This is an optimization exercise on Yosys and OpenROAD, whose aim is small area and a short achievable clock period, not a production implementation.
RTL that was checked went through simulation tests only; none was proved equivalent to the original.
No functional check of the RTL was part of runs 3 and 4.
Power is estimated from default activity; no workload was simulated.

==> design/flow/design.v <==
`timescale 1ns/1ps
package dsb_pkg;
    localparam int NUM_PORTS = 5;
    localparam int COORD_W = 3;
    localparam int PAYLOAD_W = 10;
    localparam int FLIT_W = 2 * COORD_W + PAYLOAD_W;
    typedef enum logic [2:0] {
        PORT_S = 3'd0,
        PORT_W = 3'd1,
        PORT_N = 3'd2,
        PORT_E = 3'd3,
        PORT_P = 3'd4
    } port_e;
    typedef struct packed {
        logic [COORD_W-1:0]   dest_x;
        logic [COORD_W-1:0]   dest_y;
        logic [PAYLOAD_W-1:0] payload;
    } flit_t;
endpackage
`timescale 1ns/1ps
module flit_fifo (
    input  logic                       clk,
    input  logic                       rst,
    input  logic                       push_i,
    input  logic                       pop_i,
    input  logic [dsb_pkg::FLIT_W-1:0] data_i,
    output logic [dsb_pkg::FLIT_W-1:0] data_o,
    output logic [dsb_pkg::FLIT_W-1:0] next_o,    
    output logic [3:0]                 occ_o      
);
    localparam int W = dsb_pkg::FLIT_W;
    logic [W-1:0] mem [4];
    logic [3:0]   wr_ptr;
    logic [3:0]   rd_ptr;
    logic [3:0]   occ;
    assign occ_o = occ;
    always_comb begin
        data_o = '0;
        next_o = '0;
        for (int e = 0; e < 4; e++) begin
            data_o = data_o | ({W{rd_ptr[e]}} & mem[e]);
            next_o = next_o | ({W{rd_ptr[(e + 3) % 4]}} & mem[e]);
        end
    end
    for (genvar e = 0; e < 4; e++) begin : g_mem
        always_ff @(posedge clk) begin
            if (push_i && wr_ptr[e]) begin
                mem[e] <= data_i;
            end
        end
    end
    always_ff @(posedge clk or posedge rst) begin
        if (rst) begin
            wr_ptr <= 4'b0001;
            rd_ptr <= 4'b0001;
            occ    <= 4'b0000;
        end else begin
            if (push_i) begin
                wr_ptr <= {wr_ptr[2:0], wr_ptr[3]};
            end
            if (pop_i) begin
                rd_ptr <= {rd_ptr[2:0], rd_ptr[3]};
            end
            if (push_i && !pop_i) begin
                occ <= {occ[2:0], 1'b1};
            end else if (pop_i && !push_i) begin
                occ <= {1'b0, occ[3:1]};
            end
        end
    end
endmodule
`timescale 1ns/1ps
module rr_arbiter (
    input  logic                          clk,
    input  logic                          rst,
    input  logic [dsb_pkg::NUM_PORTS-1:0] req_i,
    input  logic                          advance_i,
    output logic [dsb_pkg::NUM_PORTS-1:0] gnt_o
);
    localparam int N = dsb_pkg::NUM_PORTS;
    logic [N-1:0] ptr;
    always_comb begin
        for (int p = 0; p < N; p++) begin
            logic hit;
            hit = 1'b0;
            for (int s = 0; s < N; s++) begin
                logic clear;
                clear = ptr[s];
                for (int q = 0; q < N; q++) begin
                    if (((q - s + N) % N) < ((p - s + N) % N)) begin
                        clear = clear & ~req_i[q];
                    end
                end
                hit = hit | clear;
            end
            gnt_o[p] = req_i[p] & hit;
        end
    end
    always_ff @(posedge clk or posedge rst) begin
        if (rst) begin
            ptr <= N'(1);
        end else if (|req_i) begin
            ptr <= advance_i ? {gnt_o[N-2:0], gnt_o[N-1]} : gnt_o;
        end
    end
endmodule
`timescale 1ns/1ps
module input_port (
    input  logic                        clk,
    input  logic                        rst,
    input  logic                        req_i,
    input  logic [dsb_pkg::FLIT_W-1:0]  data_i,
    input  logic [dsb_pkg::COORD_W-1:0] lx_i,
    input  logic [dsb_pkg::COORD_W-1:0] ly_i,
    output logic                        ack_o,
    output logic                        valid_o,
    output logic [dsb_pkg::FLIT_W-1:0]  flit_o,
    output logic [4:0]                  dest_o,
    input  logic                        take_i
);
    localparam int W = dsb_pkg::FLIT_W;
    logic [W-1:0] next_flit;
    logic [3:0]   occ;
    logic         push;
    logic [4:0]   dest_q;
    function automatic logic [4:0] route(input logic [W-1:0] f,
                                         input logic [2:0] lx, input logic [2:0] ly);
        logic [2:0] dx;
        logic [2:0] dy;
        dx = f[15:13];
        dy = f[12:10];
        if (dx > lx)      route = 5'b01000;
        else if (dx < lx) route = 5'b00010;
        else if (dy > ly) route = 5'b00100;
        else if (dy < ly) route = 5'b00001;
        else              route = 5'b10000;
    endfunction
    assign ack_o = !occ[3];
    assign push  = req_i && !occ[3];
    flit_fifo u_fifo (
        .clk    (clk),
        .rst    (rst),
        .push_i (push),
        .pop_i  (take_i),
        .data_i (data_i),
        .data_o (flit_o),
        .next_o (next_flit),
        .occ_o  (occ)
    );
    assign valid_o = occ[0];
    assign dest_o  = dest_q;
    always_ff @(posedge clk) begin
        if (!occ[0] || (take_i && !occ[1])) begin
            dest_q <= route(data_i, lx_i, ly_i);
        end else if (take_i) begin
            dest_q <= route(next_flit, lx_i, ly_i);
        end
    end
endmodule
`timescale 1ns/1ps
module mm_alloc (
    input  logic                                          clk,
    input  logic                                          rst,
    input  logic [dsb_pkg::NUM_PORTS-1:0]                 in_valid_i,
    input  logic [dsb_pkg::NUM_PORTS*dsb_pkg::FLIT_W-1:0] in_flit_i,
    input  logic [dsb_pkg::NUM_PORTS*5-1:0]               in_dest_i,
    output logic [dsb_pkg::NUM_PORTS-1:0]                 in_take_o,
    output logic [dsb_pkg::NUM_PORTS*dsb_pkg::FLIT_W-1:0] mm_flit_o,
    output logic [dsb_pkg::NUM_PORTS*5-1:0]               mm_tv_o,
    input  logic [dsb_pkg::NUM_PORTS-1:0]                 mm_take_i
);
    localparam int N = dsb_pkg::NUM_PORTS;
    localparam int W = dsb_pkg::FLIT_W;
    logic [N-1:0][N-1:0] compat;
    logic [N-1:0][N-1:0] arb_gnt;
    logic [N-1:0][N-1:0] final_gnt;
    logic [N-1:0]        mm_push;
    logic [N-1:0][3:0]   mm_occ;
    logic [N-1:0][W-1:0] mm_wdata;
    logic [N-1:0][4:0]   mm_wtype;
    logic [N-1:0][4:0]   mm_tv;
    for (genvar i = 0; i < N; i++) begin : g_in
        assign in_take_o[i] = |final_gnt[i];
        for (genvar j = 0; j < N; j++) begin : g_compat
            assign compat[i][j] = in_valid_i[i] && !mm_occ[j][3] &&
                                  (!mm_occ[j][0] || |(mm_tv[j] & in_dest_i[i*5 +: 5]));
        end
        rr_arbiter u_arb (
            .clk       (clk),
            .rst       (rst),
            .req_i     (compat[i]),
            .advance_i (|final_gnt[i]),
            .gnt_o     (arb_gnt[i])
        );
    end
    always_comb begin
        for (int i = 0; i < N; i++) begin
            for (int j = 0; j < N; j++) begin
                logic lower;
                lower = 1'b0;
                for (int l = 0; l < i; l++) lower = lower | arb_gnt[l][j];
                final_gnt[i][j] = arb_gnt[i][j] & ~lower;
            end
        end
    end
    always_comb begin
        for (int j = 0; j < N; j++) begin
            mm_push[j]  = 1'b0;
            mm_wdata[j] = '0;
            mm_wtype[j] = '0;
            for (int i = 0; i < N; i++) begin
                mm_push[j]  = mm_push[j] | arb_gnt[i][j];
                mm_wdata[j] = mm_wdata[j] | ({W{final_gnt[i][j]}} & in_flit_i[i*W +: W]);
                mm_wtype[j] = mm_wtype[j] | ({5{final_gnt[i][j]}} & in_dest_i[i*5 +: 5]);
            end
        end
    end
    for (genvar j = 0; j < N; j++) begin : g_mm
        always_ff @(posedge clk or posedge rst) begin
            if (rst) begin
                mm_tv[j] <= '0;
            end else if (!mm_occ[j][0]) begin
                mm_tv[j] <= mm_push[j] ? mm_wtype[j] : '0;
            end else if (mm_take_i[j] && !mm_occ[j][1] && !mm_push[j]) begin
                mm_tv[j] <= '0;
            end
        end
        flit_fifo u_mem (
            .clk    (clk),
            .rst    (rst),
            .push_i (mm_push[j]),
            .pop_i  (mm_take_i[j]),
            .data_i (mm_wdata[j]),
            .data_o (mm_flit_o[j*W +: W]),
            .next_o (),
            .occ_o  (mm_occ[j])
        );
        assign mm_tv_o[j*5 +: 5] = mm_tv[j];
    end
endmodule
`timescale 1ns/1ps
module output_alloc (
    input  logic [dsb_pkg::NUM_PORTS*dsb_pkg::FLIT_W-1:0] mm_flit_i,
    input  logic [dsb_pkg::NUM_PORTS*5-1:0]               mm_tv_i,
    output logic [dsb_pkg::NUM_PORTS-1:0]                 mm_take_o,
    input  logic                                          clk,
    input  logic                                          rst,
    input  logic [dsb_pkg::NUM_PORTS-1:0]                 ack_i,
    output logic [dsb_pkg::NUM_PORTS-1:0]                 req_o,
    output logic [dsb_pkg::NUM_PORTS*dsb_pkg::FLIT_W-1:0] data_o
);
    localparam int N = dsb_pkg::NUM_PORTS;
    localparam int W = dsb_pkg::FLIT_W;
    logic [N-1:0][N-1:0] out_req;
    logic [N-1:0][N-1:0] out_gnt;
    always_comb begin
        mm_take_o = '0;
        for (int k = 0; k < N; k++) begin
            mm_take_o = mm_take_o | ({N{ack_i[k]}} & out_gnt[k]);
        end
    end
    for (genvar k = 0; k < N; k++) begin : g_out
        for (genvar j = 0; j < N; j++) begin : g_req
            assign out_req[k][j] = mm_tv_i[j*5 + k];
        end
        rr_arbiter u_arb (
            .clk       (clk),
            .rst       (rst),
            .req_i     (out_req[k]),
            .advance_i (ack_i[k]),
            .gnt_o     (out_gnt[k])
        );
        assign req_o[k] = |out_req[k];
        always_comb begin
            data_o[k*W +: W] = '0;
            for (int j = 0; j < N; j++) begin
                data_o[k*W +: W] = data_o[k*W +: W] | ({W{out_gnt[k][j]}} & mm_flit_i[j*W +: W]);
            end
        end
    end
endmodule
`timescale 1ns/1ps
module dsb_router (
    input  logic                                          clk,
    input  logic                                          rst,
    input  logic [dsb_pkg::COORD_W-1:0]                   lx_i,
    input  logic [dsb_pkg::COORD_W-1:0]                   ly_i,
    input  logic [dsb_pkg::NUM_PORTS-1:0]                 in_req_i,
    input  logic [dsb_pkg::NUM_PORTS*dsb_pkg::FLIT_W-1:0] in_data_i,
    output logic [dsb_pkg::NUM_PORTS-1:0]                 in_ack_o,
    output logic [dsb_pkg::NUM_PORTS-1:0]                 out_req_o,
    output logic [dsb_pkg::NUM_PORTS*dsb_pkg::FLIT_W-1:0] out_data_o,
    input  logic [dsb_pkg::NUM_PORTS-1:0]                 out_ack_i
);
    localparam int N = dsb_pkg::NUM_PORTS;
    localparam int W = dsb_pkg::FLIT_W;
    logic [N-1:0]   in_valid;
    logic [N*W-1:0] in_flit;
    logic [N*5-1:0] in_dest;
    logic [N-1:0]   in_take;
    logic [N*W-1:0] mm_flit;
    logic [N*5-1:0] mm_tv;
    logic [N-1:0]   mm_take;
    for (genvar i = 0; i < N; i++) begin : g_port
        input_port u_in (
            .clk     (clk),
            .rst     (rst),
            .req_i   (in_req_i[i]),
            .data_i  (in_data_i[i*W +: W]),
            .lx_i    (lx_i),
            .ly_i    (ly_i),
            .ack_o   (in_ack_o[i]),
            .valid_o (in_valid[i]),
            .flit_o  (in_flit[i*W +: W]),
            .dest_o  (in_dest[i*5 +: 5]),
            .take_i  (in_take[i])
        );
    end
    mm_alloc u_mm (
        .clk        (clk),
        .rst        (rst),
        .in_valid_i (in_valid),
        .in_flit_i  (in_flit),
        .in_dest_i  (in_dest),
        .in_take_o  (in_take),
        .mm_flit_o  (mm_flit),
        .mm_tv_o    (mm_tv),
        .mm_take_i  (mm_take)
    );
    output_alloc u_out (
        .mm_flit_i  (mm_flit),
        .mm_tv_i    (mm_tv),
        .mm_take_o  (mm_take),
        .clk        (clk),
        .rst        (rst),
        .ack_i      (out_ack_i),
        .req_o      (out_req_o),
        .data_o     (out_data_o)
    );
endmodule
==> design/flow/run.sh <==
#!/bin/bash
# synth_recipe.tcl (not shown) runs the flow's synth.tcl, then flattens the netlist and writes it again
# the make line also repeats each setting of config.mk as NAME=value (left out here)
make -C /OpenROAD-flow-scripts/flow DESIGN_CONFIG=/design/flow/config.mk WORK_HOME=/design/flow/orfs CLKGATE_MAP_FILE= SYNTH_SCRIPT=/design/flow/synth_recipe.tcl finish
==> design/flow/config.mk <==
export PLATFORM = sky130hd
export DESIGN_NAME = dsb_router
export DESIGN_NICKNAME = dsb_router
export VERILOG_FILES = /design/flow/design.v
export SDC_FILE = /design/flow/constraint.sdc
export NUM_CORES = 4
export LEC_CHECK = 0
export ABC_AREA = 1
export CAP_MARGIN = 20
export CELL_PAD_IN_SITES_DETAIL_PLACEMENT = 1
export CELL_PAD_IN_SITES_GLOBAL_PLACEMENT = 1
export CORE_MARGIN = 2
export CORE_UTILIZATION = 30
export PLACE_DENSITY = 0.5
export SETUP_SLACK_MARGIN = 3.5
export SLEW_MARGIN = 20
==> design/flow/constraint.sdc <==
create_clock -name core_clock -period 8.0 [get_ports {clk}]
set_input_delay 1.6000 -clock core_clock [delete_from_list [all_inputs] [get_ports {clk}]]
set_output_delay 1.6000 -clock core_clock [all_outputs]
set_load 0.01 [all_outputs]
==> results_dict.tcl, run 1 <==
set metrics [dict create \
    outcome "complete, no violations" \
    fin_setup_tns_ns 0 \
    power_density_nw_per_um2 221.6 \
    hold-path-cell-count 2 \
    combPwrFrac_pct 10.9 \
    synthCells 4543 \
    leakage_nw 20.51 \
    finalCriticalPeriod_ns 4.566 \
    max-clock-path-buffers 3 \
    crit_type "register to output pin" \
    grt_pass1_vias 35950 \
    synth_top_area_share_pct 46.38 \
    portBuffers 187 \
    r2r_slack_ns 3.75 \
    gp_congestion 0.8605 \
    cp-start-kind "register" \
    ys_ff_latch 860 \
    core_um2 143000 \
    path_buf_inv 2 \
    grt.overflow.total 0 \
    relSlewSlack_pct 25.60 \
    grt_pass1_wl_um 263500 \
    start_util_pct 30.12 \
    htree_levels 3 \
    antenna_found_initial 11 \
    avgSynthCellArea_um2 9.477 \
    clk-insertion-delay-late_ns 0.75 \
    die_h_um 382.8 \
    max_stage_delay_ns 0.41 \
    synthTopCellsByCount "1,573 x nand2_1, 665 x edfxtp_1, 360 x inv_1" \
    firstDrtPassIters 8 \
    ant_nets 0 \
    drt_iter0_markers 2862 \
    synth_flop_cell "edfxtp_1" \
    tritoncts.num_buffers 101 \
    holdWs_ns 0.4885 \
    crit_path_end_kind "output pin" \
    synth.distinct_cells 59 \
    drv_cap 0 \
    synth_edf_count 665 \
    clock.fmax_mhz 219.0 \
    ys_seq_area_share_pct 57.80 \
    sw_frac_of_total_pct 28.42 \
    num-nets-final 5001 \
    root_buffer "clkbuf_16" \
    worst_pin_slew_ns 1.115 \
    synthTopCellsByArea "edfxtp_1 46%, nand2_1 14%, dfrtp_1 9.6%" \
    layout-drive-gt1-share_pct 12.38 \
    dieArea_um2 146600 \
    r2r_end "g_port[2].u_in.u_fifo.occ[0]" \
    finalCritPeriodShare_pct 57.07 \
    grt_usage_pct 24.76 \
    drv_slew 0 \
    synthToLayoutAreaGrowth_pct 20.45 \
    r2r-start "g_port[1].u_in.dest_q[4]" \
    ys_async_sr_fraction_pct 22.67 \
    cts_tree "built" \
    min_to "u_mm.g_mm[0].u_mem.wr_ptr[0]" \
    power.net_switching_mw 3.265 \
    hp-start "u_mm.g_mm[0].u_mem.wr_ptr[0]" \
    cts_sinks 860 \
    cp_top_family "buffers and inverters" \
    r2r_cells 19 \
    syn-cell-area_um2 43050 \
    finish.instance_area_um2 51860 \
    num_vias 36030 \
    detailed_place_hpwl_um 130700 \
    place_area_um2 46860 \
    grt_setup_unrepaired "yes" \
    wirelength_um 185100 \
    grt_max_degree 93 \
    cellInternalPower_mw 8.225 \
    dieWidth_um 382.8 \
    core.rowCount 139 \
    setup_viol 0 \
    syn_nets 4711 \
    drc 0 \
    routed_via_density 5.280 \
    clkPwrFrac_pct 41.6 \
    wl_per_cell_um 27.13 \
    seq_power_share_pct 47.5 \
    crit_required_ns 6.40 \
    cp_slowest_cell "dfrtp_1" \
    fin_worst_skew_ns 0.04673 \
    min_path_type "register to register" \
    cp_max_fo 8 \
    synth.largest_area_cell "edfxtp_1" \
    yosys_warnings 6 \
    io_pins 188 \
    vdd_drop_max_v 0.0001684 \
    arrival_ns 2.97 \
    hold_violations 0 \
    crit_chain "o21bai_1, a211oi_2, o21ai_0, nand2_2, clkinv_2, nand2_1, nand3_1, dlygate4sd2_1" \
    yosysMostFrequentCell "nand2_1" \
    clk_pin_slew_worst_paths_ns 0.06 \
]
-- worst register-to-register path: stages (launching register included) --
cell	delay, ns
edfxtp_1	0.80
nand2_1	0.13
nand2_1	0.08
nor2_1	0.05
nand2_1	0.11
nand2_1	0.16
nand2_1	0.16
inv_1	0.08
nand2_1	0.08
nand2_1	0.05
nand2_1	0.27
nand2_2	0.23
nor2_1	0.61
nor3_2	0.15
nand2_4	0.30
inv_1	0.19
ha_1	0.35
inv_1	0.10
o21ai_0	0.09
o21ai_0	0.11
-- power by group through the flow --
stage               registers, mW  logic (mW)  clock network [mW]
global route                 5.49        1.40                5.05
floorplan                    5.24       0.876                   0
global placement             5.55        1.20                   0
detailed placement           5.55        1.21                   0
CTS                          5.47        1.24                4.89
finish                       5.46        1.25                4.78
-- per-layer routing --
| layer | vias to the layer above | track usage, % | wire (um) |
|---|---|---|---|
| li1 | 16420 | - | - |
| met1 | 18240 | 34.34 | 84640 |
| met2 | 1078 | 40.15 | 85970 |
| met3 | 281 | 3.519 | 8864 |
| met4 | 8 | 7.152 | 5591 |
| met5 | - | 0 | 51 |
-- kinds of logic (layout without fill, tap and decap cells) --
logic type                 count (synthesis)  in the layout  synth area share [%]
DFF                                      860            860                 57.80
AOI/OAI and AO/OA                        755            755                 11.95
buffers and inverters                    595            971                 5.649
other                                      0              1                     0
adders and majority gates                 70             70                 2.034
and+or+nand+nor                         2263           2263                 22.56
-- worst max path at each step --
stage | startpoint | to | slack, ns | cells after the start
5_1_grt | u_out.g_out[1].u_arb.ptr[1] | out_data_o[17] | 3.24 | 11
4_1_cts | u_mm.mm_tv[11] | out_data_o[27] | 3.35 | 10
3_3_place_gp | u_mm.mm_tv[13] | out_data_o[52] | 3.34 | 10
3_5_place_dp | u_mm.mm_tv[24] | out_data_o[71] | 3.30 | 10
2_1_floorplan | rst | g_port[0].u_in.u_fifo.occ[0] | 3.91 | 1
6_report | u_out.g_out[4].u_arb.ptr[4] | out_data_o[76] | 3.43 | 8
-- stage by stage --
stage	total power, mW	utilization (%)	worst slack [ns]	instances
floorplan	6.111	-	3.906	4543
global placement	6.756	32.78	3.338	6499
detailed placement	6.768	32.78	3.300	6499
CTS	11.59	36.00	3.349	6792
global route	11.94	36.27	3.244	6822
finish	11.49	36.27	3.434	6823
-- area by class of cell --
class	count	area [um2]
timing repair inverter	15	135.1
multi-input combinational	3088	15910
timing repair buffer	367	3450
antenna	1	2.502
inverter	400	1632
clock inverter	62	670.6
tap	1903	2381
fill	16260	91100
clock buffer	127	2736
sequential	860	24940
-- cells in the final DEF (no fill, tap or decap), drive strengths merged, types with 6 or more instances in the layout --
| cell | n |
|---|---|
| edfxtp | 665 |
| a22oi | 63 |
| a31oi | 25 |
| dlygate4sd2 | 56 |
| inv | 387 |
| clkinvlp | 13 |
| a21oi | 171 |
| nand4 | 210 |
| o21bai | 47 |
| nand2 | 1604 |
| clkbuf | 130 |
| clkdlybuf4s50 | 108 |
| nand3 | 215 |
| dlymetal6s2s | 14 |
| dfrtp | 165 |
| clkdlybuf4s15 | 6 |
| o21ai | 139 |
| bufinv | 12 |
| nor2 | 202 |
| o22ai | 86 |
| o211ai | 45 |
| ha | 70 |
| dfstp | 30 |
| a221oi | 11 |
| clkinv | 65 |
| a221o | 48 |
| o221ai | 8 |
| nor3 | 19 |
| a22o | 97 |
| buf | 180 |
| a211oi | 6 |
-- registers in the layout (all words and copies together) (netlist names) --
| name | cells |
|---|---|
| u_mm.g_mm.u_mem.rd_ptr | 20 |
| u_mm.g_mm.u_mem.occ | 20 |
| g_port.u_in.u_fifo.occ | 20 |
| g_port.u_in.dest_q | 25 |
| g_port.u_in.u_fifo.rd_ptr | 20 |
| g_port.u_in.u_fifo.mem | 320 |
| u_mm.g_mm.u_mem.wr_ptr | 20 |
| u_mm.g_mm.u_mem.mem | 320 |
| u_mm.mm_tv | 25 |
| u_out.g_out.u_arb.ptr | 25 |
| g_port.u_in.u_fifo.wr_ptr | 20 |
| u_mm.g_in.u_arb.ptr | 25 |
-- what timing repair did --
action,4_1_cts,5_1_grt
hold buffers,0,0
gates cloned,12,4
setup buffers,92,26
gates resized for setup,195,51
pin swaps,36,12
setup endpoints to repair,81,46
==> run 2: changes to the inputs <==
--- a/design/flow/config.mk
+++ b/design/flow/config.mk
@@ -13,4 +13,3 @@
 export CORE_UTILIZATION = 30
 export PLACE_DENSITY = 0.5
-export SETUP_SLACK_MARGIN = 3.5
 export SLEW_MARGIN = 20
==> results_dict.tcl, run 2 <==
set metrics [dict create \
    drt_iter0_markers 2476 \
    max_stage_delay_ns 0.66 \
    grt_pass1_vias 35030 \
    clock.fmax_mhz 181.4 \
    sw_frac_of_total_pct 28.31 \
    portBuffers 187 \
    synth.largest_area_cell "edfxtp_1" \
    hold-path-cell-count 2 \
    antenna_found_initial 5 \
    cp_slowest_cell "clkinv_1" \
    leakage_nw 19.09 \
    ys_seq_area_share_pct 57.80 \
    finalCritPeriodShare_pct 68.90 \
    path_buf_inv 2 \
    layout-drive-gt1-share_pct 7.455 \
    cp_max_fo 17 \
    cellInternalPower_mw 8.050 \
    start_util_pct 30.12 \
    syn_nets 4711 \
    synth_edf_count 665 \
    drv_slew 0 \
    finalCriticalPeriod_ns 5.512 \
    dieArea_um2 146600 \
    final_common_cell "nand2_1" \
    r2r_slack_ns 3.67 \
    grt_pass1_wl_um 253300 \
    detailed_place_hpwl_um 130900 \
    syn-cell-area_um2 43050 \
    drc 0 \
    hold_violations 0 \
    gp_congestion 0.8463 \
    wirelength_um 175400 \
    clk-insertion-delay-late_ns 0.72 \
    fin_worst_skew_ns 0.03373 \
    min_to "u_mm.g_mm[1].u_mem.wr_ptr[0]" \
    io_pins 188 \
    most-common-layout-cells "1,573 x nand2_1, 665 x edfxtp_1, 359 x inv_1" \
    crit_chain "nor2_1, nand2_1, nor2_1, a211oi_1, o21ai_0, nand2_1, clkinv_1, a21oi_1, nand3_1, clkdlybuf4s50_1" \
    combPwrFrac_pct 10.7 \
    dieWidth_um 382.8 \
    hp-start "u_mm.g_mm[1].u_mem.wr_ptr[0]" \
    wl_per_cell_um 26.19 \
    cts_sinks 860 \
    grt_setup_unrepaired "no" \
    yosysMostFrequentCell "nand2_1" \
    min_path_type "register to register" \
    htree_levels 3 \
    reg.largest.list "g_port.u_in.u_fifo.mem x320, u_mm.g_mm.u_mem.mem x320" \
    relSlewSlack_pct 24.84 \
    root_buffer "clkbuf_16" \
    grt_max_degree 89 \
    fin_setup_tns_ns 0 \
    synthTopCellsByArea "edfxtp_1 46%, nand2_1 14%, dfrtp_1 9.6%" \
    tritoncts.num_buffers 100 \
    cts_setup_buffers 0 \
    worst_pin_slew_ns 1.127 \
    r2r-start "u_mm.mm_tv[3]" \
    post_cts_resized 0 \
    crit_path_end_kind "output pin" \
    r2r_end "g_port[1].u_in.u_fifo.occ[0]" \
    cp-start-kind "register" \
    core.rowCount 139 \
    ys_async_sr_fraction_pct 22.67 \
    clkPwrFrac_pct 40.6 \
    die_h_um 382.8 \
    synthCells 4543 \
    crit_required_ns 6.40 \
    holdBufCountCts 0 \
    outcome "complete, no violations" \
    setup_ws_ns 2.488 \
    synth.distinct_cells 59 \
    cts_tree "built" \
    synthTopCellsByCount "1,573 x nand2_1, 665 x edfxtp_1, 360 x inv_1" \
    avgSynthCellArea_um2 9.477 \
    vdd_drop_max_v 0.0001607 \
    seq_power_share_pct 48.7 \
    routed_via_density 5.229 \
    ys_ff_latch 860 \
    clk_pin_slew_worst_paths_ns 0.06 \
    synthToLayoutAreaGrowth_pct 16.44 \
    num_vias 35010 \
    max-clock-path-buffers 3 \
    grt_usage_pct 23.68 \
    synth_flop_cell "edfxtp_1" \
    crit_type "register to output pin" \
    r2r_cells 19 \
    cp_top_family "buffers and inverters" \
    drv_cap 0 \
    core_um2 143000 \
    arrival_ns 3.91 \
    power_density_nw_per_um2 224.0 \
    grt.overflow.total 0 \
    yosys_warnings 6 \
    synth_top_area_share_pct 46.38 \
    setup_viol 0 \
    ant_nets 0 \
    num-nets-final 4870 \
    pre_cts_ws_ns 3.295 \
    power.net_switching_mw 3.179 \
    firstDrtPassIters 5 \
    nFillCells 16250 \
]
[run 2: cell counts after synthesis]
No cell type changed its count.
[run 2: tightest hold or removal path, cell delays in order (launching register included)]
cell and delay [ns]:
dfstp_2 0.36, inv_1 0.06, o21bai_1 0.07
[run 2: how the worst max path moves through the flow]
| stage | from | to | cells after the start |
|---|---|---|---|
| 6_report | u_mm.mm_tv[13] | out_data_o[55] | 10 |
| 5_1_grt | u_mm.mm_tv[13] | out_data_o[55] | 10 |
| 4_1_cts | u_mm.mm_tv[13] | out_data_o[55] | 10 |
| 3_5_place_dp | u_mm.mm_tv[13] | out_data_o[55] | 10 |
| 3_3_place_gp | u_mm.mm_tv[7] | out_data_o[43] | 10 |
| 2_1_floorplan | rst | g_port[0].u_in.u_fifo.occ[0] | 1 |
[run 2: power groups by stage]
stage          Clock [mW]  Sequential [mW]  Combinational (mW)
2_1_floorplan           0             5.24               0.875
3_3_place_gp            0             5.55                1.21
3_5_place_dp            0             5.55                1.22
4_1_cts              4.68             5.46                1.22
5_1_grt              4.83             5.49                1.35
6_report             4.56             5.47                1.20
[run 2: stage by stage]
stage / power [mW] / area (um2) / hold slack (ns) / std cells / util, %
after global placement: 6.755 / 46880 / 0.4764 / 6503 / 32.79
after detailed placement: 6.766 / 46880 / 0.4796 / 6503 / 32.79
after floorplan: 6.111 / 43050 / 0.4652 / 4543 / -
after global routing: 11.67 / 50120 / 0.5071 / 6692 / 35.06
after CTS: 11.36 / 50120 / 0.4887 / 6692 / 35.06
final: 11.23 / 50130 / 0.4882 / 6696 / 35.07
[run 2: kinds of logic (layout without fill, tap and decap cells)]
group / after synthesis / count (layout) / synth area share [%]
simple gates: 2263 / 2263 / 22.56
flops: 860 / 860 / 57.80
compound gates: 755 / 755 / 11.95
buf+inv: 595 / 841 / 5.649
fa+ha+maj: 70 / 70 / 2.034
other cells: 0 / 4 / 0
[run 2: metal layers]
layer / track usage [%] / vias up / wire length (um)
met5: 0 / - / 0
met4: 5.760 / 0 / 4086
met3: 3.144 / 209 / 7373
met2: 39.00 / 860 / 81920
met1: 32.89 / 17770 / 81970
li1: - / 16170 / -
[run 2: layout make-up]
| type | instances | area (um2) | share of cell area [%] |
|---|---|---|---|
| Antenna cell | 4 | 10.01 | 0.01997 |
| Inverter | 400 | 1510 | 3.012 |
| Clock buffer | 138 | 2758 | 5.501 |
| Timing Repair Buffer | 252 | 2360 | 4.707 |
| Tap cell | 1903 | 2381 | 4.750 |
| Multi-Input combinational cell | 3088 | 15750 | 31.41 |
| Sequential cell | 860 | 24890 | 49.64 |
| Clock inverter | 51 | 481.7 | 0.9609 |
==> run 3: changes to the inputs <==
--- a/design/flow/design.v
+++ b/design/flow/design.v
@@ -31,9 +31,17 @@
     localparam int W = dsb_pkg::FLIT_W;
     logic [W-1:0] mem [4];
-    logic [3:0]   wr_ptr;
+    logic [3:0]   wr_ptr;    
     logic [3:0]   rd_ptr;
     logic [3:0]   occ;
     assign occ_o = occ;
     always_comb begin
+        for (int e = 0; e < 4; e++) begin
+            wr_ptr[e] = (rd_ptr[e]           && !occ[0]) ||
+                        (rd_ptr[(e + 3) % 4] &&  occ[0] && !occ[1]) ||
+                        (rd_ptr[(e + 2) % 4] &&  occ[1] && !occ[2]) ||
+                        (rd_ptr[(e + 1) % 4] &&  occ[2]);
+        end
+    end
+    always_comb begin
         data_o = '0;
         next_o = '0;
@@ -52,11 +60,7 @@
     always_ff @(posedge clk or posedge rst) begin
         if (rst) begin
-            wr_ptr <= 4'b0001;
             rd_ptr <= 4'b0001;
             occ    <= 4'b0000;
         end else begin
-            if (push_i) begin
-                wr_ptr <= {wr_ptr[2:0], wr_ptr[3]};
-            end
             if (pop_i) begin
                 rd_ptr <= {rd_ptr[2:0], rd_ptr[3]};
@@ -168,4 +172,6 @@
     output logic [dsb_pkg::NUM_PORTS*dsb_pkg::FLIT_W-1:0] mm_flit_o,
     output logic [dsb_pkg::NUM_PORTS*5-1:0]               mm_tv_o,
+    output logic [dsb_pkg::NUM_PORTS*5-1:0]               mm_new_o,
+    output logic [dsb_pkg::NUM_PORTS-1:0]                 mm_keep_o,
     input  logic [dsb_pkg::NUM_PORTS-1:0]                 mm_take_i
 );
@@ -180,4 +186,5 @@
     logic [N-1:0][4:0]   mm_wtype;
     logic [N-1:0][4:0]   mm_tv;
+    logic [N-1:0][3:0][W-1:0] mm_mem;
     for (genvar i = 0; i < N; i++) begin : g_in
         assign in_take_o[i] = |final_gnt[i];
@@ -217,24 +224,55 @@
     end
     for (genvar j = 0; j < N; j++) begin : g_mm
+        logic push;
+        logic pop;
+        assign push = mm_push[j];
+        assign pop  = mm_take_i[j];
         always_ff @(posedge clk or posedge rst) begin
             if (rst) begin
                 mm_tv[j] <= '0;
             end else if (!mm_occ[j][0]) begin
-                mm_tv[j] <= mm_push[j] ? mm_wtype[j] : '0;
-            end else if (mm_take_i[j] && !mm_occ[j][1] && !mm_push[j]) begin
+                mm_tv[j] <= push ? mm_wtype[j] : '0;
+            end else if (pop && !mm_occ[j][1] && !push) begin
                 mm_tv[j] <= '0;
             end
         end
-        flit_fifo u_mem (
-            .clk    (clk),
-            .rst    (rst),
-            .push_i (mm_push[j]),
-            .pop_i  (mm_take_i[j]),
-            .data_i (mm_wdata[j]),
-            .data_o (mm_flit_o[j*W +: W]),
-            .next_o (),
-            .occ_o  (mm_occ[j])
-        );
-        assign mm_tv_o[j*5 +: 5] = mm_tv[j];
+        assign mm_new_o[j*5 +: 5] = {5{!mm_occ[j][0] && push}} & mm_wtype[j];
+        assign mm_keep_o[j]       = mm_occ[j][1] || (mm_occ[j][0] && (!pop || push));
+        always_ff @(posedge clk or posedge rst) begin
+            if (rst) begin
+                mm_occ[j] <= 4'b0000;
+            end else if (push && !pop) begin
+                mm_occ[j] <= {mm_occ[j][2:0], 1'b1};
+            end else if (pop && !push) begin
+                mm_occ[j] <= {1'b0, mm_occ[j][3:1]};
+            end
+        end
+        for (genvar e = 0; e < 4; e++) begin : g_ent
+            logic at_tail;    
+            logic last;       
+            if (e == 0) begin : g_first
+                assign at_tail = !mm_occ[j][0];
+            end else begin : g_rest
+                assign at_tail = mm_occ[j][e-1] && !mm_occ[j][e];
+            end
+            if (e == 3) begin : g_top
+                assign last = mm_occ[j][3];
+            end else begin : g_low
+                assign last = mm_occ[j][e] && !mm_occ[j][e+1];
+            end
+            always_ff @(posedge clk) begin
+                if (pop) begin
+                    if (e == 3 || last) begin
+                        mm_mem[j][e] <= mm_wdata[j];
+                    end else begin
+                        mm_mem[j][e] <= mm_mem[j][(e+1) % 4];
+                    end
+                end else if (push && at_tail) begin
+                    mm_mem[j][e] <= mm_wdata[j];
+                end
+            end
+        end
+        assign mm_flit_o[j*W +: W] = mm_mem[j][0];
+        assign mm_tv_o[j*5 +: 5]   = mm_tv[j];
     end
 endmodule
@@ -243,4 +281,6 @@
     input  logic [dsb_pkg::NUM_PORTS*dsb_pkg::FLIT_W-1:0] mm_flit_i,
     input  logic [dsb_pkg::NUM_PORTS*5-1:0]               mm_tv_i,
+    input  logic [dsb_pkg::NUM_PORTS*5-1:0]               mm_new_i,
+    input  logic [dsb_pkg::NUM_PORTS-1:0]                 mm_keep_i,
     output logic [dsb_pkg::NUM_PORTS-1:0]                 mm_take_o,
     input  logic                                          clk,
@@ -252,28 +292,58 @@
     localparam int N = dsb_pkg::NUM_PORTS;
     localparam int W = dsb_pkg::FLIT_W;
-    logic [N-1:0][N-1:0] out_req;
-    logic [N-1:0][N-1:0] out_gnt;
+    logic [N-1:0][N-1:0] gnt_q;
+    logic [N-1:0]        adv_q;
+    logic [N-1:0]        req_q;
     always_comb begin
         mm_take_o = '0;
         for (int k = 0; k < N; k++) begin
-            mm_take_o = mm_take_o | ({N{ack_i[k]}} & out_gnt[k]);
+            mm_take_o = mm_take_o | ({N{ack_i[k] & req_q[k]}} & gnt_q[k]);
         end
     end
     for (genvar k = 0; k < N; k++) begin : g_out
+        logic [N-1:0] ptr_n;
+        logic [N-1:0] req_n;
+        logic [N-1:0] gnt_n;
+        logic         adv;
+        assign adv   = req_q[k] ? ack_i[k] : adv_q[k];
+        assign ptr_n = adv ? {gnt_q[k][N-2:0], gnt_q[k][N-1]} : gnt_q[k];
         for (genvar j = 0; j < N; j++) begin : g_req
-            assign out_req[k][j] = mm_tv_i[j*5 + k];
+            assign req_n[j] = (mm_tv_i[j*5 + k] && mm_keep_i[j]) || mm_new_i[j*5 + k];
         end
-        rr_arbiter u_arb (
-            .clk       (clk),
-            .rst       (rst),
-            .req_i     (out_req[k]),
-            .advance_i (ack_i[k]),
-            .gnt_o     (out_gnt[k])
-        );
-        assign req_o[k] = |out_req[k];
+        always_comb begin
+            for (int p = 0; p < N; p++) begin
+                logic hit;
+                hit = 1'b0;
+                for (int s = 0; s < N; s++) begin
+                    logic clear;
+                    clear = ptr_n[s];
+                    for (int q = 0; q < N; q++) begin
+                        if (((q - s + N) % N) < ((p - s + N) % N)) begin
+                            clear = clear & ~req_n[q];
+                        end
+                    end
+                    hit = hit | clear;
+                end
+                gnt_n[p] = req_n[p] & hit;
+            end
+        end
+        always_ff @(posedge clk or posedge rst) begin
+            if (rst) begin
+                gnt_q[k] <= N'(1);
+                adv_q[k] <= 1'b0;
+                req_q[k] <= 1'b0;
+            end else begin
+                if (|req_n) begin
+                    gnt_q[k] <= gnt_n;
+                end
+                adv_q[k] <= adv;
+                req_q[k] <= |req_n;
+            end
+        end
+        assign req_o[k] = req_q[k];
         always_comb begin
             data_o[k*W +: W] = '0;
             for (int j = 0; j < N; j++) begin
-                data_o[k*W +: W] = data_o[k*W +: W] | ({W{out_gnt[k][j]}} & mm_flit_i[j*W +: W]);
+                data_o[k*W +: W] = data_o[k*W +: W] | ({W{gnt_q[k][j]}} & mm_flit_i[j*W +: W]);
             end
         end
@@ -301,4 +371,6 @@
     logic [N*W-1:0] mm_flit;
     logic [N*5-1:0] mm_tv;
+    logic [N*5-1:0] mm_new;
+    logic [N-1:0]   mm_keep;
     logic [N-1:0]   mm_take;
     for (genvar i = 0; i < N; i++) begin : g_port
@@ -326,4 +398,6 @@
         .mm_flit_o  (mm_flit),
         .mm_tv_o    (mm_tv),
+        .mm_new_o   (mm_new),
+        .mm_keep_o  (mm_keep),
         .mm_take_i  (mm_take)
     );
@@ -331,4 +405,6 @@
         .mm_flit_i  (mm_flit),
         .mm_tv_i    (mm_tv),
+        .mm_new_i   (mm_new),
+        .mm_keep_i  (mm_keep),
         .mm_take_o  (mm_take),
         .clk        (clk),
--- a/design/flow/config.mk
+++ b/design/flow/config.mk
@@ -13,3 +13,4 @@
 export CORE_UTILIZATION = 30
 export PLACE_DENSITY = 0.5
+export SETUP_SLACK_MARGIN = 4.5
 export SLEW_MARGIN = 20
==> results_dict.tcl, run 3 <==
set metrics [dict create \
    firstDrtPassIters 6 \
    ys_ff_latch 810 \
    finalCritPeriodShare_pct 45.75 \
    ys_seq_area_share_pct 54.14 \
    synth.distinct_cells 56 \
    fin_worst_skew_ns 0.05643 \
    leakage_nw 22.45 \
    start_util_pct 30.29 \
    path_buf_inv 3 \
    drt_iter0_markers 2852 \
    antenna_cells_inserted 0 \
    synthToLayoutAreaGrowth_pct 28.63 \
    worst_pin_slew_ns 1.144 \
    final_common_cell "nand2_1" \
    num_vias 37110 \
    relSlewSlack_pct 23.71 \
    synth_flop_cell "edfxtp_1" \
    synth_top_area_share_pct 45.78 \
    r2r_slack_ns 4.49 \
    grt.overflow.total 0 \
    layout-drive-gt1-share_pct 29.04 \
    avgSynthCellArea_um2 9.537 \
    place_area_um2 47680 \
    vdd_drop_max_v 0.0001600 \
    yosysMostFrequentCell "nand2_1" \
    cts_sinks 810 \
    finish.instance_area_um2 56110 \
    clk-insertion-delay-late_ns 0.73 \
    finalCriticalPeriod_ns 3.660 \
    min_path_type "register to register" \
    hold-path-cell-count 2 \
    grt_usage_pct 24.37 \
    crit_type "register to output pin" \
    crit_required_ns 6.40 \
    synthCells 4574 \
    cp-start-kind "register" \
    setup_viol 0 \
    drc 0 \
    setup_ws_ns 4.340 \
    r2r-start "g_port[3].u_in.dest_q[3]" \
    hp-start "u_mm.g_in[1].u_arb.ptr[4]" \
    r2r_end "g_port[3].u_in.dest_q[0]" \
    cp_max_fo 5 \
    synthTopCellsByArea "edfxtp_1 46%, nand2_1 13%, dfrtp_1 7.5%" \
    tritoncts.num_buffers 97 \
    grt_max_degree 116 \
    crit_path_end_kind "output pin" \
    cts_tree "built" \
    syn_nets 4747 \
    die_h_um 385.3 \
    reg.largest.list "g_port.u_in.u_fifo.mem x320, u_mm.mm_mem x320" \
    grt_setup_unrepaired "yes" \
    core_um2 144000 \
    arrival_ns 2.06 \
    synth.largest_area_cell "edfxtp_1" \
    dieWidth_um 385.3 \
    max_stage_delay_ns 0.52 \
    min_to "u_mm.g_in[1].u_arb.ptr[4]" \
    core.rowCount 139 \
    synth_edf_count 665 \
    detailed_place_hpwl_um 129000 \
    wl_per_cell_um 26.44 \
    clk_pin_slew_worst_paths_ns 0.06 \
    holdWs_ns 0.5192 \
    pre_cts_ws_ns 3.072 \
    crit_chain "buf_12, buf_6, nand2_4, nand2_2, a221oi_2, nand2_1, buf_2" \
    most-common-layout-cells "1,332 x nand2_1, 665 x edfxtp_1, 350 x inv_1" \
    root_buffer "clkbuf_16" \
    yosys_warnings 6 \
    num-nets-final 5207 \
    holdBufCountCts 0 \
    dieArea_um2 148500 \
    cp_top_family "flip-flops" \
    power_mw 13.03 \
    outcome "complete, no violations" \
    clock.fmax_mhz 273.2 \
    grt_pass1_vias 37020 \
    syn-cell-area_um2 43620 \
    htree_levels 3 \
    ys_async_sr_fraction_pct 17.90 \
    io_pins 188 \
    synthTopCellsByCount "1,541 x nand2_1, 665 x edfxtp_1, 369 x inv_1" \
    ant_nets 0 \
    wirelength_um 185500 \
    hold_violations 0 \
    drv_slew 0 \
    grt_pass1_wl_um 264500 \
    antenna_found_initial 16 \
    portBuffers 187 \
    power_density_nw_per_um2 232.2 \
    max-clock-path-buffers 3 \
    cp_slowest_cell "dfrtp_4" \
    drv_cap 0 \
    r2r_cells 16 \
    fin_setup_tns_ns 0 \
    gp_congestion 0.8545 \
    routed_via_density 5.289 \
]
[run 3: cell types whose count changed after synthesis, sizes merged, moves of 15 or more]
cell / before / now
a21oi: 171 / 105
a221oi: 11 / 93
a22o: 97 / 16
dfrtp: 165 / 130
dfstp: 30 / 15
inv: 385 / 405
mux2: 0 / 240
nand2: 1604 / 1585
nand4: 210 / 146
nor2: 202 / 184
o211ai: 45 / 26
o21ai: 139 / 210
o21bai: 47 / 5
[run 3: kinds of logic (layout without fill, tap and decap cells)]
group | count (synthesis) | after routing | synth area share, %
AND/OR/NAND/NOR | 2139 | 2141 | 20.78
flip-flops | 810 | 810 | 54.14
AO/OA/AOI/OAI | 697 | 699 | 11.02
buffers and inverters | 613 | 1149 | 5.716
multiplexers | 240 | 240 | 6.195
adder cells (fa/ha/maj) | 75 | 75 | 2.151
[run 3: cell type report]
cell class,count,area [um2]
Inverter,410,1668
Multi-Input combinational cell,3155,19980
Sequential cell,810,23710
Fill cell,16120,87890
Timing Repair Buffer,558,5119
Clock buffer,136,2664
Timing Repair inverter,2,20.02
Clock inverter,43,576.8
Tap cell,1903,2381
[run 3: worst max-delay path by stage]
stage	start	end	slack [ns]	depth (start not counted)
CTS	u_out.gnt_q[1]	out_data_o[2]	4.26	6
finish	u_out.gnt_q[21]	out_data_o[76]	4.34	7
floorplan	rst	g_port[0].u_in.u_fifo.occ[0]	4.59	1
detailed placement	g_port[0].u_in.dest_q[2]	u_out.gnt_q[17]	3.07	25
global placement	g_port[0].u_in.dest_q[2]	u_out.gnt_q[17]	3.16	25
global route	u_out.gnt_q[1]	out_data_o[11]	4.26	7
[run 3: per-stage QoR]
step / cells / util (%)
detailed placement: 6541 / 33.11
global route: 7017 / 38.97
CTS: 6929 / 37.43
finish: 7017 / 38.97
global placement: 6541 / 33.11
floorplan: 4574 / -
[run 3: report_power, final]
part / leakage, nW / internal (mW) / switching [mW]
Clock: 1.57 / 2.63 / 1.85
Sequential: 7.64 / 4.73 / 0.188
Combinational: 13.2 / 1.39 / 2.23
Total: 22.5 / 8.75 / 4.28
[run 3: worst reg2reg max path, stage by stage (launching register included)]
cell and delay, ns:
edfxtp_1 0.53, inv_1 0.14, o211ai_1 0.37, o21ai_2 0.15
inv_1 0.15, nor2_1 0.06, a21oi_1 0.17, nand2_1 0.08
nand2_2 0.22, inv_4 0.09, nand2_2 0.14, o21ai_1 0.14
nor3_4 0.17, nand2_4 0.14, a21oi_4 0.26, nand2_4 0.14
o31ai_4 0.36
[run 3: timing repair]
action | CTS | global route
endpoints found under the setup margin | 832 | 390
gates cloned | 5 | 5
buffers inserted | 204 | 83
pin swaps | 140 | 176
gates resized for setup | 644 | 423
[run 3: per-layer routing]
layer	wire (um)	vias up	track usage (%)
li1	-	16960	-
met1	83280	18680	33.31
met2	84250	1112	38.88
met3	9751	352	3.515
met4	8145	14	9.483
met5	102	-	0
==> run 4: changes to the inputs <==
--- a/design/flow/config.mk
+++ b/design/flow/config.mk
@@ -11,6 +11,8 @@
 export CELL_PAD_IN_SITES_GLOBAL_PLACEMENT = 1
 export CORE_MARGIN = 2
-export CORE_UTILIZATION = 30
-export PLACE_DENSITY = 0.5
+export CORE_UTILIZATION = 45
+export CTS_CLUSTER_DIAMETER = 100
+export CTS_CLUSTER_SIZE = 30
+export PLACE_DENSITY = 0.6
 export SETUP_SLACK_MARGIN = 4.5
 export SLEW_MARGIN = 20
==> results_dict.tcl, run 4 <==
set metrics [dict create \
    sw_frac_of_total_pct 35.14 \
    synthTopCellsByCount "1,541 x nand2_1, 665 x edfxtp_1, 369 x inv_1" \
    firstDrtPassIters 9 \
    yosys_warnings 6 \
    ys_ff_latch 810 \
    num_vias 37250 \
    grt_setup_unrepaired "yes" \
    cts_sinks 810 \
    io_pins 188 \
    htree_levels 2 \
    synth_edf_count 665 \
    drt_iter0_markers 3733 \
    drv_slew 0 \
    setup_ws_ns 4.401 \
    r2r_end "g_port[4].u_in.dest_q[0]" \
    finalCriticalPeriod_ns 3.599 \
    fin_worst_skew_ns 0.04460 \
    grt.overflow.total 0 \
    clk-insertion-delay-late_ns 0.65 \
    drc 0 \
    r2r-start "g_port[0].u_in.dest_q[1]" \
    layout-drive-gt1-share_pct 25.77 \
    dieWidth_um 315.4 \
    syn-cell-area_um2 43620 \
    most-common-layout-cells "1,395 x nand2_1, 665 x edfxtp_1, 347 x inv_1" \
    dieArea_um2 99450 \
    start_util_pct 45.24 \
    num-nets-final 5096 \
    hp-start "u_mm.g_in[2].u_arb.ptr[0]" \
    crit_path_end_kind "output pin" \
    final_common_cell "nand2_1" \
    synthTopCellsByArea "edfxtp_1 46%, nand2_1 13%, dfrtp_1 7.5%" \
    vdd_drop_max_v 0.0001775 \
    crit_type "register to output pin" \
    seqCellArea_um2 23710 \
    r2r_slack_ns 4.45 \
    arrival_ns 2.00 \
    tritoncts.num_buffers 39 \
    clkPwrFrac_pct 23.1 \
    drv_cap 0 \
    core.rowCount 114 \
    ys_async_sr_fraction_pct 17.90 \
    routed_via_density 5.986 \
    synth.largest_area_cell "edfxtp_1" \
    cp-start-kind "register" \
    detailed_place_hpwl_um 118600 \
    grt_usage_pct 33.27 \
    cp_max_fo 7 \
    die_h_um 315.4 \
    core_um2 96420 \
    r2r_cells 23 \
    cts_tree "built" \
    grt_pass1_wl_um 245100 \
    synthToLayoutAreaGrowth_pct 19.96 \
    holdWs_ns 0.5252 \
    synth_top_area_share_pct 45.78 \
    min_path_type "register to register" \
    hold-path-cell-count 2 \
    grt_pass1_vias 36860 \
    yosysMostFrequentCell "nand2_1" \
    power.net_switching_mw 3.749 \
    root_buffer "clkbuf_16" \
    synth.distinct_cells 56 \
    ant_nets 0 \
    antenna_cells_inserted 0 \
    setup_viol 0 \
    avgSynthCellArea_um2 9.537 \
    max-clock-path-buffers 3 \
    grt_max_degree 146 \
    clock.fmax_mhz 277.8 \
    synthCells 4574 \
    clk_pin_slew_worst_paths_ns 0.11 \
    power_density_nw_per_um2 203.9 \
    worst_pin_slew_ns 1.064 \
    crit_required_ns 6.40 \
    combPwrFrac_pct 30.3 \
    wirelength_um 171500 \
    finalCritPeriodShare_pct 44.99 \
    syn_nets 4747 \
    ys_seq_area_share_pct 54.14 \
    fin_setup_tns_ns 0 \
    cellInternalPower_mw 6.921 \
    antenna_found_initial 9 \
    hold_violations 0 \
    min_to "u_mm.g_in[2].u_arb.ptr[0]" \
    nFillCells 10650 \
    pre_cts_ws_ns 3.081 \
    relSlewSlack_pct 29.05 \
    leakage_nw 21.01 \
    multi_input_area_um2 19530 \
    wl_per_cell_um 27.56 \
    portBuffers 187 \
    outcome "complete, no violations" \
    seq_power_share_pct 46.5 \
    reg.largest.list "g_port.u_in.u_fifo.mem x320, u_mm.mm_mem x320" \
    gp_congestion 0.9263 \
    synth_flop_cell "edfxtp_1" \
]
run 4: cell counts after synthesis:
Identical to the previous run, type by type.
run 4: area by class of cell:
cell class	instances	share of cell area [%]
Clock buffer	49	2.018
Clock inverter	16	0.4591
Inverter	410	3.111
Multi-Input combinational cell	3156	37.33
Sequential cell	810	45.31
Tap cell	1276	3.051
Timing Repair Buffer	506	8.718
run 4: repair_timing:
item | CTS | global route
hold buffers | 0 | 0
setup endpoints to repair | 631 | 377
cloned | 5 | 5
gates resized for setup | 591 | 331
setup buffers | 141 | 112
pin swaps | 81 | 174
run 4: cells by family after synthesis:
logic type / share of synthesized area (%)
flip-flops: 54.14
AO/OA/AOI/OAI: 11.02
adder cells (fa/ha/maj): 2.151
buffers and inverters: 5.716
multiplexers: 6.195
AND/OR/NAND/NOR: 20.78
run 4: how the worst max path moves through the flow:
| stage | startpoint | to | slack [ns] | cells past startpoint |
|---|---|---|---|---|
| finish | u_out.gnt_q[11] | out_data_o[47] | 4.40 | 6 |
| global route | u_out.gnt_q[11] | out_data_o[47] | 4.33 | 6 |
| CTS | u_out.gnt_q[10] | out_data_o[42] | 4.37 | 7 |
| detailed placement | out_ack_i[3] | u_out.gnt_q[4] | 3.08 | 16 |
| global placement | out_ack_i[3] | u_out.gnt_q[4] | 3.11 | 16 |
| floorplan | rst | g_port[0].u_in.u_fifo.occ[0] | 4.59 | 1 |
run 4: power groups by stage:
| stage | Clock [mW] | Sequential, mW | Combinational [mW] |
|---|---|---|---|
| 4_1_cts | 2.51 | 4.95 | 2.90 |
| 5_1_grt | 2.63 | 4.98 | 3.45 |
| 2_1_floorplan | 0 | 4.88 | 1.49 |
| 3_3_place_gp | 0 | 5.32 | 2.05 |
| 6_report | 2.47 | 4.96 | 3.24 |
| 3_5_place_dp | 0 | 5.32 | 2.07 |
run 4: layer usage:
metal / track usage, % / share of wire (%) / vias up
met2: 53.78 / 46 / 1472
met1: 44.32 / 42 / 18650
met3: 5.680 / 6.7 / 439
li1: - / - / 16680
met4: 14.20 / 5.4 / 18
met5: 0 / 0.069 / -
run 4: critical path: stages, from the launching register on:
cell and delay (ns):
dfrtp_4 0.60, buf_12 0.21, nand2_4 0.06, nand2_2 0.05, a221oi_2 0.18, nand2_1 0.11
buf_2 0.16
run 4: per-stage QoR:
| step | area (um2) | cells | util (%) | total power [mW] |
|---|---|---|---|---|
| final | 52330 | 6223 | 54.27 | 10.67 |
| after global routing | 52330 | 6223 | 54.27 | 11.06 |
| after CTS | 50190 | 6106 | 52.05 | 10.37 |
| after detailed placement | 46730 | 5895 | 48.47 | 7.390 |
| after global placement | 46720 | 5895 | 48.45 | 7.370 |
| after floorplan | 43630 | 4574 | - | 6.367 |
==> run 5: changes to the inputs <==
--- a/design/flow/design.v
+++ b/design/flow/design.v
@@ -238,5 +238,5 @@
         end
         assign mm_new_o[j*5 +: 5] = {5{!mm_occ[j][0] && push}} & mm_wtype[j];
-        assign mm_keep_o[j]       = mm_occ[j][1] || (mm_occ[j][0] && (!pop || push));
+        assign mm_keep_o[j]       = mm_occ[j][1] || push;
         always_ff @(posedge clk or posedge rst) begin
             if (rst) begin
@@ -302,12 +302,12 @@
     end
     for (genvar k = 0; k < N; k++) begin : g_out
-        logic [N-1:0] ptr_n;
-        logic [N-1:0] req_n;
-        logic [N-1:0] gnt_n;
-        logic         adv;
-        assign adv   = req_q[k] ? ack_i[k] : adv_q[k];
-        assign ptr_n = adv ? {gnt_q[k][N-2:0], gnt_q[k][N-1]} : gnt_q[k];
+        logic [N-1:0] ptr_a;
+        logic [N-1:0] req_a;
+        logic [N-1:0] gnt_a;
+        assign ptr_a = (req_q[k] || adv_q[k]) ? {gnt_q[k][N-2:0], gnt_q[k][N-1]} : gnt_q[k];
         for (genvar j = 0; j < N; j++) begin : g_req
-            assign req_n[j] = (mm_tv_i[j*5 + k] && mm_keep_i[j]) || mm_new_i[j*5 + k];
+            logic taken;
+            assign taken    = req_q[k] && gnt_q[k][j];
+            assign req_a[j] = (mm_tv_i[j*5 + k] && (!taken || mm_keep_i[j])) || mm_new_i[j*5 + k];
         end
         always_comb begin
@@ -317,13 +317,13 @@
                 for (int s = 0; s < N; s++) begin
                     logic clear;
-                    clear = ptr_n[s];
+                    clear = ptr_a[s];
                     for (int q = 0; q < N; q++) begin
                         if (((q - s + N) % N) < ((p - s + N) % N)) begin
-                            clear = clear & ~req_n[q];
+                            clear = clear & ~req_a[q];
                         end
                     end
                     hit = hit | clear;
                 end
-                gnt_n[p] = req_n[p] & hit;
+                gnt_a[p] = req_a[p] & hit;
             end
         end
@@ -333,10 +333,10 @@
                 adv_q[k] <= 1'b0;
                 req_q[k] <= 1'b0;
-            end else begin
-                if (|req_n) begin
-                    gnt_q[k] <= gnt_n;
+            end else if (!(req_q[k] && !ack_i[k])) begin
+                if (|req_a) begin
+                    gnt_q[k] <= gnt_a;
                 end
-                adv_q[k] <= adv;
-                req_q[k] <= |req_n;
+                adv_q[k] <= req_q[k] || adv_q[k];
+                req_q[k] <= |req_a;
             end
         end
==> design/flow/flow/run.sh (new file) <==
#!/bin/bash
# Standard ORFS layout, with plain buffers (buf_2) on the ports instead of the default delay cells.
set -euo pipefail
bash standard.sh finish BUFFER_PORTS_ARGS="-buffer_cell sky130_fd_sc_hd__buf_2" > flow_make.log 2>&1
==> design/flow/standard.sh (new file) <==
#!/bin/bash
# synth_recipe.tcl (not shown) runs the flow's synth.tcl, then flattens the netlist and writes it again
# the make line also repeats each setting of config.mk as NAME=value (left out here)
make -C /OpenROAD-flow-scripts/flow DESIGN_CONFIG=/design/flow/config.mk WORK_HOME=/design/flow/orfs CLKGATE_MAP_FILE= SYNTH_SCRIPT=/design/flow/synth_recipe.tcl "${@:-finish}"
removed: design/flow/run.sh
==> results_dict.tcl, run 5 <==
set metrics [dict create \
    clk_pin_slew_worst_paths_ns 0.12 \
    cp_max_fo 11 \
    layout-drive-gt1-share_pct 24.99 \
    relSlewSlack_pct 23.27 \
    synthToLayoutAreaGrowth_pct 17.36 \
    drv_cap 0 \
    drt_iter0_markers 3752 \
    synth_top_area_share_pct 45.45 \
    holdBufCountCts 0 \
    finish.instance_area_um2 51570 \
    r2r_end "g_port[2].u_in.dest_q[0]" \
    cp-start-kind "register" \
    wirelength_um 173700 \
    fin_setup_tns_ns 0 \
    r2r_cells 17 \
    r2r_slack_ns 4.40 \
    grt_busiest_layer "met2" \
    synthCells 4668 \
    num_vias 37580 \
    cts_tree "built" \
    setup_viol 0 \
    drc 0 \
    worst_pin_slew_ns 1.139 \
    die_h_um 316.5 \
    finish.utilization_pct 53.32 \
    grt_max_degree 64 \
    clock.fmax_mhz 277.5 \
    wl_per_cell_um 27.66 \
    root_buffer "clkbuf_16" \
    synthTopCellsByArea "edfxtp_1 45%, nand2_1 13%, dfrtp_1 7.4%" \
    reg.largest.list "g_port.u_in.u_fifo.mem x320, u_mm.mm_mem x320" \
    core_um2 96710 \
    crit_required_ns 8.36 \
    htree_levels 2 \
    cp_slowest_cell "edfxtp_1" \
    fin_worst_skew_ns 0.05029 \
    final_common_cell "nand2_1" \
    crit_type "register to register" \
    min_path_type "register to register" \
    grt_pass1_vias 36900 \
    power_density_nw_per_um2 207.6 \
    syn-cell-area_um2 43940 \
    ant_nets 0 \
    vdd_drop_max_v 0.0001875 \
    tritoncts.num_buffers 41 \
    nFillCells 10800 \
    arrival_ns 3.96 \
    num-nets-final 5139 \
    grtUsageMet2_pct 53.35 \
    core.rowCount 114 \
    place_area_um2 46060 \
    io_pins 188 \
    grt_usage_pct 33.49 \
    max-clock-path-buffers 3 \
    clk-insertion-delay-late_ns 0.67 \
    use_met3_pct 5.101 \
    finalCritPeriodShare_pct 45.05 \
    portBuffers 187 \
    synth_flop_cell "edfxtp_1" \
    dieWidth_um 316.5 \
    leakage_nw 21.67 \
    detailed_place_hpwl_um 121500 \
    ys_async_sr_fraction_pct 17.90 \
    start_util_pct 45.44 \
    ys_seq_area_share_pct 53.75 \
    drv_slew 0 \
    gp_congestion 0.9399 \
    most-common-layout-cells "1,467 x nand2_1, 665 x edfxtp_1, 384 x inv_1" \
    syn_nets 4836 \
    synth_edf_count 665 \
    synth.largest_area_cell "edfxtp_1" \
    min_to "u_out.adv_q[3]" \
    grt_setup_unrepaired "yes" \
    use_met1_pct 45.27 \
    max_stage_delay_ns 0.57 \
    avgSynthCellArea_um2 9.413 \
    path_buf_inv 4 \
    dieArea_um2 100200 \
    grt_pass1_wl_um 247300 \
    crit_path_end_kind "register" \
    hp-start "u_out.adv_q[3]" \
    synth.distinct_cells 58 \
    ys_ff_latch 810 \
    finalCriticalPeriod_ns 3.604 \
    antenna_found_initial 13 \
    routed_via_density 5.983 \
    r2r-start "g_port[2].u_in.dest_q[3]" \
    grt.overflow.total 0 \
    synthTopCellsByCount "1,574 x nand2_1, 665 x edfxtp_1, 400 x inv_1" \
    crit_chain "buf_6, nand2_1, nand3_2, o21ai_4, buf_4, nand3_1, nand3_1, nand2_1, a21oi_4, buf_4, nand3_4, nand4_1, nor2_4, buf_12, o21ai_4, nand2_4, o32ai_4" \
    cts_sinks 810 \
    hold_violations 0 \
    yosysMostFrequentCell "nand2_1" \
    outcome "complete, no violations" \
    yosys_warnings 6 \
    cp_top_family "compound AO/OA/AOI/OAI gates" \
    hold-path-cell-count 1 \
    firstDrtPassIters 5 \
]
-- run 5: cell types whose count changed after synthesis, sizes merged, moves of 5 or more --
cell	delta
ha	-5
o221ai	+5
nand4	-13
nand3b	+5
buf	+6
a31oi	+9
nand2	+34
inv	+31
nand3	+46
clkbuf	-11
nor2	+19
o21ai	-18
-- run 5: metal layers --
layer	vias to the layer above	share of wire [%]
met5	-	0.050
met4	18	5.6
met3	442	6.8
met2	1464	46
met1	18800	42
li1	16850	-
-- run 5: cell families (layout without fill, tap and decap cells) --
kind of cell | count (synthesis) | in the layout | synth area share (%)
and+or+nand+nor | 2228 | 2235 | 21.63
muxes | 240 | 240 | 6.151
AOI/OAI and AO/OA | 682 | 682 | 10.56
other | 0 | 2 | 0
DFF | 810 | 810 | 53.75
buffers and inverters | 638 | 966 | 5.923
adders and majority gates | 70 | 70 | 1.993
-- run 5: worst max path at each step --
| stage | startpoint | end | cells past startpoint |
|---|---|---|---|
| 6_report | g_port[2].u_in.dest_q[3] | g_port[2].u_in.dest_q[0] | 17 |
| 5_1_grt | u_out.gnt_q[6] | out_data_o[30] | 6 |
| 4_1_cts | u_out.gnt_q[15] | out_data_o[57] | 6 |
| 3_5_place_dp | g_port[0].u_in.dest_q[0] | g_port[2].u_in.dest_q[1] | 21 |
| 3_3_place_gp | g_port[0].u_in.dest_q[0] | g_port[2].u_in.dest_q[0] | 19 |
| 2_1_floorplan | rst | g_port[0].u_in.u_fifo.occ[0] | 1 |
-- run 5: final cells by class --
class                      instances  area [um2]  share of cell area [%]
timing repair inverter             4       26.28                 0.05095
clock buffer                      58        1111                   2.155
clock inverter                    17       319.1                  0.6187
tap                             1276        1597                   3.096
antenna                            2       5.005                0.009705
multi-input combinational       3227       19430                   37.68
inverter                         440        1788                   3.467
sequential                       810       23710                   45.97
timing repair buffer             447        3587                   6.956
-- run 5: per-stage QoR --
stage | hold WS [ns] | instances | worst slack, ns | total power [mW]
2_1_floorplan | 0.4403 | 4668 | 4.593 | 6.420
3_3_place_gp | 0.4512 | 5983 | 2.903 | 7.408
3_5_place_dp | 0.4598 | 5985 | 3.462 | 7.436
4_1_cts | 0.4862 | 6192 | 4.388 | 10.43
5_1_grt | 0.5107 | 6279 | 4.349 | 11.10
6_report | 0.4803 | 6281 | 4.396 | 10.71
-- run 5: power by group --
group / switching, mW / internal, mW / leakage (nW)
combinational: 1.99 / 0.975 / 13.1
clock: 1.56 / 1.07 / 0.679
sequential: 0.372 / 4.74 / 7.86
-- run 5: what timing repair did --
item	4_1_cts	5_1_grt
resized for setup	200	296
endpoints found under the setup margin	508	472
pin swaps	51	132
setup buffers	124	81
gates cloned	8	6
==> run 6: changes to the inputs <==
==> design/flow/run.sh (new file) <==
#!/bin/bash
# synth_recipe.tcl (not shown) runs the flow's synth.tcl, then flattens the netlist and writes it again
# the make line also repeats each setting of config.mk as NAME=value (left out here)
make -C /OpenROAD-flow-scripts/flow DESIGN_CONFIG=/design/flow/config.mk WORK_HOME=/design/flow/orfs CLKGATE_MAP_FILE= SYNTH_SCRIPT=/design/flow/synth_recipe.tcl finish
removed: design/flow/flow/run.sh
removed: design/flow/standard.sh
==> results_dict.tcl, run 6 <==
set metrics [dict create \
    num_vias 38420 \
    detailed_place_hpwl_um 121900 \
    yosysMostFrequentCell "nand2_1" \
    ys_seq_area_share_pct 53.75 \
    max_stage_delay_ns 0.50 \
    crit_path_end_kind "output pin" \
    most-common-layout-cells "1,386 x nand2_1, 665 x edfxtp_1, 382 x inv_1" \
    power_mw 10.89 \
    syn-cell-area_um2 43940 \
    cp-start-kind "register" \
    finish.utilization_pct 55.07 \
    placed_cells 5980 \
    final_common_cell "nand2_1" \
    clk-insertion-delay-late_ns 0.67 \
    wirelength_um 180700 \
    grt_setup_unrepaired "yes" \
    core_um2 96710 \
    synth_top_area_share_pct 45.45 \
    yosys_warnings 6 \
    cp_max_fo 11 \
    outcome "complete, no violations" \
    grt_pass1_vias 37030 \
    r2r_cells 20 \
    cts_tree "built" \
    finalCritPeriodShare_pct 47.21 \
    hold_violations 0 \
    relSlewSlack_pct 16.48 \
    clk_pin_slew_worst_paths_ns 0.11 \
    grt.overflow.total 0 \
    setup_viol 0 \
    fin_worst_skew_ns 0.04660 \
    syn_nets 4836 \
    clock.fmax_mhz 264.8 \
    synth.largest_area_cell "edfxtp_1" \
    synthTopCellsByCount "1,574 x nand2_1, 665 x edfxtp_1, 400 x inv_1" \
    grt_pass1_wl_um 251100 \
    portBuffers 187 \
    cp_slowest_cell "dfstp_4" \
    num-nets-final 5192 \
    stdcell_count 6331 \
    dieArea_um2 100200 \
    leakage_nw 22.21 \
    worst_setup_path_startpoint "u_out.gnt_q[15]" \
    drv_slew 0 \
    critPathCapture "out_data_o[61]" \
    die_h_um 316.5 \
    avgSynthCellArea_um2 9.413 \
    synthToLayoutAreaGrowth_pct 21.20 \
    arrival_ns 2.18 \
    synth_flop_cell "edfxtp_1" \
    crit_type "register to output pin" \
    cp_top_family "flip-flops" \
    hp-start "u_out.adv_q[4]" \
    start_util_pct 45.44 \
    cts_sinks 810 \
    crit_chain "buf_12, buf_4, nand2_1, nand2_1, a221oi_2, nand2_1, buf_2" \
    max-clock-path-buffers 3 \
    path_buf_inv 3 \
    crit_required_ns 6.40 \
    r2r_end "g_port[4].u_in.dest_q[0]" \
    routed_via_density 6.069 \
    firstDrtPassIters 6 \
    io_pins 188 \
    power_density_nw_per_um2 204.4 \
    gp_congestion 0.9180 \
    path_depth 7 \
    synthCells 4668 \
    layout-drive-gt1-share_pct 25.94 \
    r2r_slack_ns 4.42 \
    ant_nets 0 \
    vdd_drop_max_v 0.0002794 \
    tritoncts.num_buffers 40 \
    min_path_type "register to register" \
    hold-path-cell-count 1 \
    root_buffer "clkbuf_16" \
    ys_async_sr_fraction_pct 17.90 \
    htree_levels 2 \
    ys_ff_latch 810 \
    crit_top_cell "nand2_1" \
    reg.largest.list "g_port.u_in.u_fifo.mem x320, u_mm.mm_mem x320" \
    fin_setup_tns_ns 0 \
    grt_usage_pct 34.08 \
    drv_cap 0 \
    grt_max_degree 122 \
    antenna_found_initial 8 \
    dieWidth_um 316.5 \
    wl_per_cell_um 28.54 \
    core.rowCount 114 \
    r2r-start "g_port[2].u_in.dest_q[1]" \
    synth.distinct_cells 58 \
    holdBufCountCts 0 \
    worst_pin_slew_ns 1.244 \
    drc 0 \
    synth_edf_count 665 \
    finalCriticalPeriod_ns 3.777 \
    drt_iter0_markers 4110 \
    synthTopCellsByArea "edfxtp_1 45%, nand2_1 13%, dfrtp_1 7.4%" \
]
## run 6: area by class of cell
class                   count  area [um2]
fillers                 10680       43450
flip-flops and latches    810       23730
multi-input cells        3223       19960
repair buffers            503        4721
inverters                 440        1803
well taps                1276        1597
clock buffers              56        1082
clock inverters            16       319.1
repair inverters            6       45.04
diodes                      1       2.502
## run 6: what timing repair did
item                                    CTS  global route
pin swaps                               120           166
endpoints found under the setup margin  666           474
gates cloned                              6             9
buffers inserted                        167            96
resized for setup                       603           402
## run 6: how the worst min path moves through the flow
stage,slack (ns),end
2_1_floorplan,0.44,u_out.adv_q[1]
3_3_place_gp,0.46,u_out.adv_q[4]
3_5_place_dp,0.46,u_out.adv_q[3]
4_1_cts,0.49,u_out.adv_q[4]
5_1_grt,0.51,u_out.adv_q[4]
6_report,0.49,u_out.adv_q[4]
## run 6: per-stage QoR
| stage | setup slack (ns) | hold WS (ns) | cell area, um2 |
|---|---|---|---|
| floorplan | 4.593 | 0.4403 | 43940 |
| CTS | 4.264 | 0.4870 | 50830 |
| detailed placement | 3.533 | 0.4591 | 46930 |
| finish | 4.223 | 0.4858 | 53260 |
| global placement | 3.586 | 0.4578 | 46910 |
| global route | 4.194 | 0.5089 | 53250 |
## run 6: cell families after synthesis
kind of cell	synth area share [%]
DFF	53.75
muxes	6.151
adders and majority gates	1.993
buffers and inverters	5.923
and+or+nand+nor	21.63
AOI/OAI and AO/OA	10.56
## run 6: per-layer routing
layer	part of all wire [%]	up-vias	global-route usage [%]	routed length, um
li1	-	16970	-	-
met1	40	19220	45.14	72850
met2	45	1697	53.85	81510
met3	7.3	527	5.474	13170
met4	7.2	10	18.30	13100
met5	0.042	-	0	76
## run 6: power by group
part	switching [mW]	internal, mW	total, mW
registers	0.407	4.74	5.15
clock network	1.53	1.07	2.60
logic	2.05	1.09	3.14

[separate check: timing with driven ports]
No port has a modelled driver above. Below, the same layouts with a new extraction and two added sets of constraints. Step 1, drivers: a clkbuf_16 drives clk and a buf_2 each remaining input, both assumed. Step 2 times the ports against the registers' clock, not the clock port: input delays grow and output delays shrink by t, the midpoint of the rising clock arrivals with the driver on. Three values: ideal, step 1, step 2; two values: the first two.
run	shift t [ns]	setup WS [ns]
run 1	0.803	3.434 / 3.353 / 3.527
run 2	0.790	2.488 / 2.404 / 3.193
run 3	0.786	4.340 / 4.257 / 3.859
run 4	0.697	4.401 / 4.328 / 3.904
run 5	0.725	4.396 / 4.322 / 3.965
run 6	0.720	4.223 / 4.150 / 3.902
After both steps every run listed still meets setup and hold.
